From an optimization exercise on the open Yosys and OpenROAD flow, aimed at small area, a short achievable clock period and few clock cycles per item; shortcuts taken in it are not production practice. Only simulation tests tie the RTL to the original design; equivalence was not proved. No activity file was given, so power comes from the tool's default toggle rates.

==> run A: inputs <==
==> flow/design.v <==
package dcache_pkg;
	localparam int N_SETS = 8;
	localparam int IDX_W  = 3;
	localparam int TAG_W  = 26;
	typedef logic [31:0] word_t;
	typedef logic [TAG_W-1:0] tag_t;
	typedef logic [IDX_W-1:0] idx_t;
endpackage
`timescale 1ns/1ps
module dcache (
	input logic CLK,
	input logic nRST,
	input logic dmemREN,
	input logic dmemWEN,
	input dcache_pkg::word_t dmemaddr,
	input dcache_pkg::word_t dmemstore,
	input logic halt,
	output logic dhit,
	output dcache_pkg::word_t dmemload,
	output logic flushed,
	input logic dwait,
	input dcache_pkg::word_t dload,
	output logic dREN,
	output logic dWEN,
	output dcache_pkg::word_t daddr,
	output dcache_pkg::word_t dstore
);
	localparam int NS = dcache_pkg::N_SETS;
	logic [NS-1:0][25:0] tag0, tag1;
	logic [NS-1:0][31:0] dat00, dat01, dat10, dat11;   
	logic [NS-1:0] dirty0, dirty1, valid0, valid1;
	logic [NS-1:0] lru;   
	logic st_wb0, st_wb1;     
	logic st_fill0, st_fill1;   
	logic st_flp;     
	logic st_fl;      
	logic st_done;    
	logic fword;
	logic bg;         
	logic idle;
	logic dhit_q, cm_q;   
	logic dren_q, dwen_q, flushed_q;
	logic [29:0] daddr_q;
	logic [31:0] dstore_q, dmemload_q;
	logic [NS-1:0] decq;
	logic offq, storeq, m0q, m1q, hpq;
	logic [2:0] pidx;
	logic pway;
	logic [1:0] have;   
	logic req, store;
	logic [2:0] idx;
	logic off;
	logic [25:0] atag;
	logic [NS-1:0] dec, pdec;
	assign req = dmemREN | dmemWEN;
	assign store = dmemWEN;
	assign idx = dmemaddr[5:3];
	assign off = dmemaddr[2];
	assign atag = dmemaddr[31:6];
	assign idle = ~(st_wb0 | st_wb1 | st_fill0 | st_fill1 | st_flp | st_fl | st_done);
	always_comb begin
		for (int s = 0; s < NS; s++) begin
			dec[s] = (idx == s);
			pdec[s] = (pidx == s);
		end
	end
	logic [NS-1:0] g0, g1;
	logic anyd, fway, flushing;
	logic [2:0] fidx;
	always_comb begin
		logic seen;
		seen = 1'b0;
		for (int s = 0; s < NS; s++) begin
			g0[s] = dirty0[s] & ~seen;
			seen = seen | dirty0[s];
		end
		for (int s = 0; s < NS; s++) begin
			g1[s] = dirty1[s] & ~seen;
			seen = seen | dirty1[s];
		end
		fidx = '0;
		for (int s = 0; s < NS; s++) if (g0[s] | g1[s]) fidx = 3'(s);
	end
	assign anyd = |{dirty0, dirty1};
	assign fway = ~(|dirty0);
	assign flushing = st_flp | st_fl;
	logic [NS-1:0] rsel0, rsel1;
	assign rsel0 = flushing ? g0 : dec;
	assign rsel1 = flushing ? g1 : dec;
	logic [31:0] y00, y01, y10, y11;
	always_comb begin
		y00 = '0; y01 = '0; y10 = '0; y11 = '0;
		for (int s = 0; s < NS; s++) begin
			y00 = y00 | (dat00[s] & {32{rsel0[s]}});
			y01 = y01 | (dat01[s] & {32{rsel0[s]}});
			y10 = y10 | (dat10[s] & {32{rsel1[s]}});
			y11 = y11 | (dat11[s] & {32{rsel1[s]}});
		end
	end
	logic [NS-1:0] eq0, eq1;
	logic m0, m1, hit, vway, vdirty;
	always_comb begin
		for (int s = 0; s < NS; s++) begin
			eq0[s] = valid0[s] & (tag0[s] == atag);
			eq1[s] = valid1[s] & (tag1[s] == atag);
		end
	end
	assign m0 = |(eq0 & dec);
	assign m1 = |(eq1 & dec);
	assign hit = m0 | m1;
	assign vway = |(lru & dec);
	assign vdirty = vway ? |(dirty1 & dec) : |(dirty0 & dec);
	logic [NS-1:0] tsel0, tsel1;
	logic [25:0] vtag;
	always_comb begin
		for (int s = 0; s < NS; s++) begin
			tsel0[s] = flushing ? g0[s] : (dec[s] & ~lru[s]);
			tsel1[s] = flushing ? g1[s] : (dec[s] & lru[s]);
		end
		vtag = '0;
		for (int s = 0; s < NS; s++) begin
			vtag = vtag | (tag0[s] & {26{tsel0[s]}}) | (tag1[s] & {26{tsel1[s]}});
		end
	end
	logic look, hp, st_conf, hit_ok, go_hit, free, go_miss;
	logic wb0_done, wb1_done, fill0_done, fill1_done, fl_done;
	assign wb0_done = st_wb0 & ~dwait;
	assign wb1_done = st_wb1 & ~dwait;
	assign fill0_done = st_fill0 & ~dwait;
	assign fill1_done = st_fill1 & ~dwait;
	assign fl_done = st_fl & ~dwait;
	assign look = req & ~dhit_q;
	assign hp = bg & (idx == pidx) & (pway ? m1 : m0);
	assign hit_ok = hit & ~(hp & ~store & ~have[off]);
	assign st_conf = store & bg & ~have[off] &
			(off ? ((st_fill1 & dwait) | fill0_done) : (st_fill0 & dwait));
	assign go_hit = look & (idle | bg) & hit_ok & ~st_conf;
	assign free = idle | (bg & fill1_done);
	assign go_miss = look & free & ~hit;
	logic inst;
	assign inst = (dhit_q & cm_q) | (wb1_done & storeq) |
			(fill0_done & ~bg & ~storeq & ~offq) | (fill1_done & ~bg);
	assign dhit = dhit_q | (wb1_done & storeq) | (fill0_done & ~bg & ~storeq & ~offq) |
			(fill1_done & ~bg);
	assign dmemload = ((st_fill0 | st_fill1) & ~bg) ? dload : dmemload_q;
	assign dREN = dren_q;
	assign dWEN = dwen_q;
	assign daddr = {daddr_q, 2'b00};
	assign dstore = dstore_q;
	assign flushed = flushed_q;
	logic sthit, stmiss, fw0, fw1;
	assign sthit = dhit_q & ~cm_q & storeq;
	assign stmiss = inst & storeq;
	assign fw0 = fill0_done & ~have[0] & ~(stmiss & ~offq);
	assign fw1 = fill1_done & ~have[1] & ~(stmiss & offq);
	logic [31:0] wd0, wd1;   
	assign wd0 = fw0 ? dload : dmemstore;
	assign wd1 = fw1 ? dload : dmemstore;
	always_ff @(posedge CLK) begin
		for (int s = 0; s < NS; s++) begin
			if ((fw0 & ~pway & pdec[s]) | (((sthit & m0q & decq[s]) | (stmiss & ~pway & pdec[s])) & ~offq))
				dat00[s] <= wd0;
			if ((fw1 & ~pway & pdec[s]) | (((sthit & m0q & decq[s]) | (stmiss & ~pway & pdec[s])) & offq))
				dat01[s] <= wd1;
			if ((fw0 & pway & pdec[s]) | (((sthit & m1q & decq[s]) | (stmiss & pway & pdec[s])) & ~offq))
				dat10[s] <= wd0;
			if ((fw1 & pway & pdec[s]) | (((sthit & m1q & decq[s]) | (stmiss & pway & pdec[s])) & offq))
				dat11[s] <= wd1;
			if (inst & pdec[s] & ~pway) tag0[s] <= atag;
			if (inst & pdec[s] & pway) tag1[s] <= atag;
		end
		decq <= dec;
		offq <= off;
		storeq <= store;
		m0q <= m0;
		m1q <= m1;
		hpq <= hp;
		dmemload_q <= m1 ? (off ? y11 : y10) : (off ? y01 : y00);
		if (go_miss) begin
			pidx <= idx;
			pway <= vway;
			have <= 2'b00;
		end else begin
			if (fill0_done) have[0] <= 1'b1;
			if (fill1_done) have[1] <= 1'b1;
			if (stmiss | (sthit & hpq)) have[offq] <= 1'b1;
		end
		if (go_miss) begin
			daddr_q <= {vdirty ? vtag : atag, idx, 1'b0};
			dstore_q <= vway ? y10 : y00;
		end else if (st_flp) begin
			daddr_q <= {vtag, fidx, 1'b0};
			dstore_q <= fway ? y10 : y00;
		end else if (wb0_done) begin
			daddr_q[0] <= 1'b1;
			dstore_q <= pway ? y11 : y01;
		end else if (fl_done & ~fword) begin
			daddr_q[0] <= 1'b1;
			dstore_q <= fway ? y11 : y01;
		end else if (wb1_done) begin
			daddr_q <= {atag, idx, 1'b0};
		end else if (fill0_done) begin
			daddr_q[0] <= 1'b1;
		end
	end
	always_ff @(posedge CLK, negedge nRST) begin
		if (!nRST) begin
			valid0 <= '0;
			valid1 <= '0;
			dirty0 <= '0;
			dirty1 <= '0;
			lru <= '0;
		end else begin
			for (int s = 0; s < NS; s++) begin
				if (dhit_q & ~cm_q & decq[s]) begin
					lru[s] <= m0q;   
					if (storeq & m0q) dirty0[s] <= 1'b1;
					if (storeq & m1q) dirty1[s] <= 1'b1;
				end
				if (inst & pdec[s]) begin
					lru[s] <= ~pway;
					if (~pway) begin
						valid0[s] <= 1'b1;
						dirty0[s] <= storeq;
					end else begin
						valid1[s] <= 1'b1;
						dirty1[s] <= storeq;
					end
				end
				if (fl_done & fword) begin
					if (g0[s]) dirty0[s] <= 1'b0;
					if (g1[s]) dirty1[s] <= 1'b0;
				end
			end
		end
	end
	always_ff @(posedge CLK, negedge nRST) begin
		if (!nRST) begin
			st_wb0 <= 1'b0;
			st_wb1 <= 1'b0;
			st_fill0 <= 1'b0;
			st_fill1 <= 1'b0;
			st_flp <= 1'b0;
			st_fl <= 1'b0;
			st_done <= 1'b0;
			fword <= 1'b0;
			bg <= 1'b0;
			dhit_q <= 1'b0;
			cm_q <= 1'b0;
			dren_q <= 1'b0;
			dwen_q <= 1'b0;
			flushed_q <= 1'b0;
		end else begin
			dhit_q <= go_hit;
			cm_q <= 1'b0;
			if (inst) bg <= 1'b1;
			if (wb0_done) begin
				st_wb0 <= 1'b0;
				st_wb1 <= 1'b1;
			end
			if (wb1_done) begin
				st_wb1 <= 1'b0;
				st_fill0 <= 1'b1;
				dwen_q <= 1'b0;
				dren_q <= 1'b1;
			end
			if (fill0_done) begin
				st_fill0 <= 1'b0;
				st_fill1 <= 1'b1;
			end
			if (fill1_done) begin
				st_fill1 <= 1'b0;
				dren_q <= 1'b0;
				bg <= 1'b0;
			end
			if (idle & halt & ~req) st_flp <= 1'b1;
			if (st_flp) begin
				st_flp <= 1'b0;
				if (anyd) begin
					st_fl <= 1'b1;
					fword <= 1'b0;
					dwen_q <= 1'b1;
				end else begin
					st_done <= 1'b1;
					flushed_q <= 1'b1;
				end
			end
			if (fl_done) begin
				fword <= 1'b1;
				if (fword) begin
					st_fl <= 1'b0;
					st_flp <= 1'b1;
					dwen_q <= 1'b0;
				end
			end
			if (go_miss) begin
				bg <= 1'b0;
				if (vdirty) begin
					st_wb0 <= 1'b1;
					dwen_q <= 1'b1;
				end else begin
					st_fill0 <= 1'b1;
					dren_q <= 1'b1;
					if (store) begin
						dhit_q <= 1'b1;
						cm_q <= 1'b1;
					end
				end
			end
		end
	end
endmodule
==> flow/flow/run.sh <==
#!/bin/bash
# The standard layout, with plain buffers (buf_4) as the port buffers instead of
# the delay cell that buffer_ports picks by itself. Every port is still buffered.
set -euo pipefail
export BUFFER_PORTS_ARGS="-buffer_cell sky130_fd_sc_hd__buf_4"
bash standard.sh > standard_flow.log 2>&1
==> flow/standard.sh <==
#!/bin/bash
# synth_recipe.tcl (not shown) runs the flow's synth.tcl, then flattens the netlist and writes it again
# the make line also repeats each setting of config.mk as NAME=value (left out here)
make -C /OpenROAD-flow-scripts/flow DESIGN_CONFIG=/design/flow/config.mk WORK_HOME=/design/flow/orfs CLKGATE_MAP_FILE= SYNTH_SCRIPT=/design/flow/synth_recipe.tcl "${@:-finish}"
==> flow/config.mk <==
export PLATFORM = sky130hd
export DESIGN_NAME = dcache
export DESIGN_NICKNAME = dcache
export VERILOG_FILES = /design/flow/design.v
export SDC_FILE = /design/flow/constraint.sdc
export NUM_CORES = 4
export LEC_CHECK = 0
export CAP_MARGIN = 20
export CELL_PAD_IN_SITES_DETAIL_PLACEMENT = 1
export CELL_PAD_IN_SITES_GLOBAL_PLACEMENT = 2
export CORE_MARGIN = 2
export CORE_UTILIZATION = 50
export CTS_BUF_LIST = sky130_fd_sc_hd__clkbuf_8
export CTS_CLUSTER_DIAMETER = 40
export CTS_CLUSTER_SIZE = 20
export PLACE_DENSITY = 0.6
export SETUP_SLACK_MARGIN = 4.2
export SLEW_MARGIN = 20
export TNS_END_PERCENT = 20
==> flow/constraint.sdc <==
create_clock -name core_clock -period 8.0 [get_ports {CLK}]
set_input_delay 1.6000 -clock core_clock [delete_from_list [all_inputs] [get_ports {CLK}]]
set_output_delay 1.6000 -clock core_clock [all_outputs]
set_load 0.01 [all_outputs]
==> run C (differences from run A) <==
--- a/flow/design.v
+++ b/flow/design.v
@@ -137,35 +137,44 @@
 	assign go_hit = look & (idle | bg) & hit_ok & ~st_conf;
 	assign free = idle | (bg & fill1_done);
 	assign go_miss = look & free & ~hit;
-	logic inst;
-	assign inst = (dhit_q & cm_q) | (wb1_done & storeq) |
-			(fill0_done & ~bg & ~storeq & ~offq) | (fill1_done & ~bg);
-	assign dhit = dhit_q | (wb1_done & storeq) | (fill0_done & ~bg & ~storeq & ~offq) |
-			(fill1_done & ~bg);
-	assign dmemload = ((st_fill0 | st_fill1) & ~bg) ? dload : dmemload_q;
+	logic inst, cdone;
+	assign cdone = (st_wb1 & storeq) | (st_fill0 & ~bg & ~storeq & ~offq) | (st_fill1 & ~bg);
+	assign inst = (dhit_q & cm_q) | (cdone & ~dwait);
+	assign dhit = dhit_q | (cdone & ~dwait);
+	assign dmemload = dhit_q ? dmemload_q : dload;
 	assign dREN = dren_q;
 	assign dWEN = dwen_q;
 	assign daddr = {daddr_q, 2'b00};
 	assign dstore = dstore_q;
 	assign flushed = flushed_q;
-	logic sthit, stmiss, fw0, fw1;
+	logic sthit, stnow, stwait, fp0, fp1;
 	assign sthit = dhit_q & ~cm_q & storeq;
-	assign stmiss = inst & storeq;
-	assign fw0 = fill0_done & ~have[0] & ~(stmiss & ~offq);
-	assign fw1 = fill1_done & ~have[1] & ~(stmiss & offq);
+	assign stnow = dhit_q & cm_q & storeq;   
+	assign stwait = st_wb1 & storeq;         
+	assign fp0 = st_fill0 & ~have[0] & ~(stnow & ~offq);
+	assign fp1 = st_fill1 & ~have[1];
 	logic [31:0] wd0, wd1;   
-	assign wd0 = fw0 ? dload : dmemstore;
-	assign wd1 = fw1 ? dload : dmemstore;
+	assign wd0 = fp0 ? dload : dmemstore;
+	assign wd1 = fp1 ? dload : dmemstore;
+	logic [NS-1:0] en00, en01, en10, en11;
+	always_comb begin
+		for (int s = 0; s < NS; s++) begin
+			en00[s] = (~offq & ((sthit & m0q & decq[s]) | (stnow & ~pway & pdec[s]))) |
+				(~dwait & ~pway & pdec[s] & (fp0 | (stwait & ~offq)));
+			en01[s] = (offq & ((sthit & m0q & decq[s]) | (stnow & ~pway & pdec[s]))) |
+				(~dwait & ~pway & pdec[s] & (fp1 | (stwait & offq)));
+			en10[s] = (~offq & ((sthit & m1q & decq[s]) | (stnow & pway & pdec[s]))) |
+				(~dwait & pway & pdec[s] & (fp0 | (stwait & ~offq)));
+			en11[s] = (offq & ((sthit & m1q & decq[s]) | (stnow & pway & pdec[s]))) |
+				(~dwait & pway & pdec[s] & (fp1 | (stwait & offq)));
+		end
+	end
 	always_ff @(posedge CLK) begin
 		for (int s = 0; s < NS; s++) begin
-			if ((fw0 & ~pway & pdec[s]) | (((sthit & m0q & decq[s]) | (stmiss & ~pway & pdec[s])) & ~offq))
-				dat00[s] <= wd0;
-			if ((fw1 & ~pway & pdec[s]) | (((sthit & m0q & decq[s]) | (stmiss & ~pway & pdec[s])) & offq))
-				dat01[s] <= wd1;
-			if ((fw0 & pway & pdec[s]) | (((sthit & m1q & decq[s]) | (stmiss & pway & pdec[s])) & ~offq))
-				dat10[s] <= wd0;
-			if ((fw1 & pway & pdec[s]) | (((sthit & m1q & decq[s]) | (stmiss & pway & pdec[s])) & offq))
-				dat11[s] <= wd1;
+			if (en00[s]) dat00[s] <= wd0;
+			if (en01[s]) dat01[s] <= wd1;
+			if (en10[s]) dat10[s] <= wd0;
+			if (en11[s]) dat11[s] <= wd1;
 			if (inst & pdec[s] & ~pway) tag0[s] <= atag;
 			if (inst & pdec[s] & pway) tag1[s] <= atag;
 		end
@@ -176,16 +185,16 @@
 		m1q <= m1;
 		hpq <= hp;
 		dmemload_q <= m1 ? (off ? y11 : y10) : (off ? y01 : y00);
-		if (go_miss) begin
+		if (look & free) begin
 			pidx <= idx;
 			pway <= vway;
 			have <= 2'b00;
 		end else begin
 			if (fill0_done) have[0] <= 1'b1;
 			if (fill1_done) have[1] <= 1'b1;
-			if (stmiss | (sthit & hpq)) have[offq] <= 1'b1;
+			if (stnow | (stwait & ~dwait) | (sthit & hpq)) have[offq] <= 1'b1;
 		end
-		if (go_miss) begin
+		if (look & free) begin
 			daddr_q <= {vdirty ? vtag : atag, idx, 1'b0};
 			dstore_q <= vway ? y10 : y00;
 		end else if (st_flp) begin
- SLEW_MARGIN: 20 -> 30
- TNS_END_PERCENT: 20 -> 5
==> run R (differences from run A) <==
--- a/flow/design.v
+++ b/flow/design.v
@@ -39,6 +39,7 @@
 	logic bg;         
 	logic idle;
 	logic dhit_q, cm_q;   
+	logic act_q;          
 	logic dren_q, dwen_q, flushed_q;
 	logic [29:0] daddr_q;
 	logic [31:0] dstore_q, dmemload_q;
@@ -137,35 +138,44 @@
 	assign go_hit = look & (idle | bg) & hit_ok & ~st_conf;
 	assign free = idle | (bg & fill1_done);
 	assign go_miss = look & free & ~hit;
-	logic inst;
-	assign inst = (dhit_q & cm_q) | (wb1_done & storeq) |
-			(fill0_done & ~bg & ~storeq & ~offq) | (fill1_done & ~bg);
-	assign dhit = dhit_q | (wb1_done & storeq) | (fill0_done & ~bg & ~storeq & ~offq) |
-			(fill1_done & ~bg);
-	assign dmemload = ((st_fill0 | st_fill1) & ~bg) ? dload : dmemload_q;
+	logic inst, cdone;
+	assign cdone = (st_wb1 & storeq) | (st_fill0 & ~bg & ~storeq & ~offq) | (st_fill1 & ~bg);
+	assign inst = (dhit_q & cm_q) | (cdone & ~dwait);
+	assign dhit = dhit_q;
+	assign dmemload = dmemload_q;
 	assign dREN = dren_q;
 	assign dWEN = dwen_q;
 	assign daddr = {daddr_q, 2'b00};
 	assign dstore = dstore_q;
 	assign flushed = flushed_q;
-	logic sthit, stmiss, fw0, fw1;
-	assign sthit = dhit_q & ~cm_q & storeq;
-	assign stmiss = inst & storeq;
-	assign fw0 = fill0_done & ~have[0] & ~(stmiss & ~offq);
-	assign fw1 = fill1_done & ~have[1] & ~(stmiss & offq);
+	logic sthit, stnow, stwait, fp0, fp1;
+	assign sthit = act_q & storeq;
+	assign stnow = dhit_q & cm_q & storeq;   
+	assign stwait = st_wb1 & storeq;         
+	assign fp0 = st_fill0 & ~have[0] & ~(stnow & ~offq);
+	assign fp1 = st_fill1 & ~have[1];
 	logic [31:0] wd0, wd1;   
-	assign wd0 = fw0 ? dload : dmemstore;
-	assign wd1 = fw1 ? dload : dmemstore;
+	assign wd0 = fp0 ? dload : dmemstore;
+	assign wd1 = fp1 ? dload : dmemstore;
+	logic [NS-1:0] en00, en01, en10, en11;
+	always_comb begin
+		for (int s = 0; s < NS; s++) begin
+			en00[s] = (~offq & ((sthit & m0q & decq[s]) | (stnow & ~pway & pdec[s]))) |
+				(~dwait & ~pway & pdec[s] & (fp0 | (stwait & ~offq)));
+			en01[s] = (offq & ((sthit & m0q & decq[s]) | (stnow & ~pway & pdec[s]))) |
+				(~dwait & ~pway & pdec[s] & (fp1 | (stwait & offq)));
+			en10[s] = (~offq & ((sthit & m1q & decq[s]) | (stnow & pway & pdec[s]))) |
+				(~dwait & pway & pdec[s] & (fp0 | (stwait & ~offq)));
+			en11[s] = (offq & ((sthit & m1q & decq[s]) | (stnow & pway & pdec[s]))) |
+				(~dwait & pway & pdec[s] & (fp1 | (stwait & offq)));
+		end
+	end
 	always_ff @(posedge CLK) begin
 		for (int s = 0; s < NS; s++) begin
-			if ((fw0 & ~pway & pdec[s]) | (((sthit & m0q & decq[s]) | (stmiss & ~pway & pdec[s])) & ~offq))
-				dat00[s] <= wd0;
-			if ((fw1 & ~pway & pdec[s]) | (((sthit & m0q & decq[s]) | (stmiss & ~pway & pdec[s])) & offq))
-				dat01[s] <= wd1;
-			if ((fw0 & pway & pdec[s]) | (((sthit & m1q & decq[s]) | (stmiss & pway & pdec[s])) & ~offq))
-				dat10[s] <= wd0;
-			if ((fw1 & pway & pdec[s]) | (((sthit & m1q & decq[s]) | (stmiss & pway & pdec[s])) & offq))
-				dat11[s] <= wd1;
+			if (en00[s]) dat00[s] <= wd0;
+			if (en01[s]) dat01[s] <= wd1;
+			if (en10[s]) dat10[s] <= wd0;
+			if (en11[s]) dat11[s] <= wd1;
 			if (inst & pdec[s] & ~pway) tag0[s] <= atag;
 			if (inst & pdec[s] & pway) tag1[s] <= atag;
 		end
@@ -175,17 +185,18 @@
 		m0q <= m0;
 		m1q <= m1;
 		hpq <= hp;
-		dmemload_q <= m1 ? (off ? y11 : y10) : (off ? y01 : y00);
-		if (go_miss) begin
+		if (cdone & ~dwait) dmemload_q <= dload;
+		else dmemload_q <= m1 ? (off ? y11 : y10) : (off ? y01 : y00);
+		if (look & free) begin
 			pidx <= idx;
 			pway <= vway;
 			have <= 2'b00;
 		end else begin
 			if (fill0_done) have[0] <= 1'b1;
 			if (fill1_done) have[1] <= 1'b1;
-			if (stmiss | (sthit & hpq)) have[offq] <= 1'b1;
+			if (stnow | (stwait & ~dwait) | (sthit & hpq)) have[offq] <= 1'b1;
 		end
-		if (go_miss) begin
+		if (look & free) begin
 			daddr_q <= {vdirty ? vtag : atag, idx, 1'b0};
 			dstore_q <= vway ? y10 : y00;
 		end else if (st_flp) begin
@@ -212,7 +223,7 @@
 			lru <= '0;
 		end else begin
 			for (int s = 0; s < NS; s++) begin
-				if (dhit_q & ~cm_q & decq[s]) begin
+				if (act_q & decq[s]) begin
 					lru[s] <= m0q;   
 					if (storeq & m0q) dirty0[s] <= 1'b1;
 					if (storeq & m1q) dirty1[s] <= 1'b1;
@@ -247,11 +258,13 @@
 			bg <= 1'b0;
 			dhit_q <= 1'b0;
 			cm_q <= 1'b0;
+			act_q <= 1'b0;
 			dren_q <= 1'b0;
 			dwen_q <= 1'b0;
 			flushed_q <= 1'b0;
 		end else begin
-			dhit_q <= go_hit;
+			dhit_q <= go_hit | (cdone & ~dwait);
+			act_q <= go_hit;
 			cm_q <= 1'b0;
 			if (inst) bg <= 1'b1;
 			if (wb0_done) begin
- SETUP_SLACK_MARGIN: 4.2 -> 4.8
- TNS_END_PERCENT: 20 -> 5
==> notes <==
The highest global-route usage belongs to run R, the lowest to run A. Between run R and run C, the lower synthesized area is in run R (gap about 1.2%, measured against run C). In sequential cell count, run C and run A do not differ. Of run R and run C, run C has the higher via count (gap 1.8%, measured against run C). The lowest maximum frequency belongs to run A, the highest to run R. Sequential share of layout area, lowest first: run R, run A, run C. Wire length, highest first: run C, run R, run A. Power: run R is larger than run A (about 4%).
==> figures <==
                                                                   run R           run C           run A
Outcome                                                   finished clean  finished clean  finished clean
Share of the final layout cell area in multi-input gates          24.88%          26.12%          24.72%
Setup repair bufs after CTS                                          106              22              59
Period utilization                                                45.20%          49.54%          51.13%
FMAX                                                          0.2766 GHz      0.2523 GHz      0.2445 GHz
Die height                                                      370.9 um        373.1 um        371.6 um
Finished Core Util                                                59.66%          58.32%          59.04%
Reported combinational group power                             0.00882 W       0.00769 W       0.00853 W
Number of fill cells in the layout                                 12267           12465           12409
Buffering overhead                                                5.948%          4.158%          5.555%
Pin count of the biggest net entering global routing                  64              91              65
Internal Dissipation                                           0.01701 W       0.01611 W       0.01662 W
Critical Path End                                            daddr_q[20]  dmemload_q[14]     dmemload[2]
Detail Route met3 WL                                            34.35 mm        34.66 mm        26.97 mm
CORE AREA                                                     0.1335 mm2      0.1353 mm2      0.1338 mm2
Final critical-path required period                              3616 ps         3963 ps         4090 ps
Net switching power of the design                              0.01004 W      0.009504 W      0.009397 W
Testbench counts of run A, summed over its fixed seeds: cycles 84,822, requests 24,000.
Testbench counts of run C, summed over its fixed seeds: cycles 84,822, requests 24,000.
Testbench counts of run R, summed over its fixed seeds: cycles 90,386, requests 24,000.

==> what the ideal ports hide <==
Ports are ideal in the flow. The routed layouts listed here were re-timed in OpenROAD. Step 1 sets driving cells, clkbuf_16 on the clock port and buf_2 on the other inputs (assumed; they add their load-dependent delay and slew). Step 2 times the ports against the registers' clock, not the clock port: input delays grow and output delays shrink by t, the midpoint of the rising clock arrivals with the driver on. a / b / c = ideal / step 1 / step 2; a / b = the first two.
run	t, ns	setup slack, ns	worst slew at a driven data input, ns
run A	1.042	3.910 / 3.827 / 3.023	0.23
run C	1.024	4.037 / 3.959 / 3.060	0.15
run R	1.058	4.384 / 4.245 / 3.187	0.24
After both steps setup and hold are still met in every run listed. For run R, which loses most, drivers alone change the setup slack by -0.139 ns; drivers and shift together by -1.197 ns.
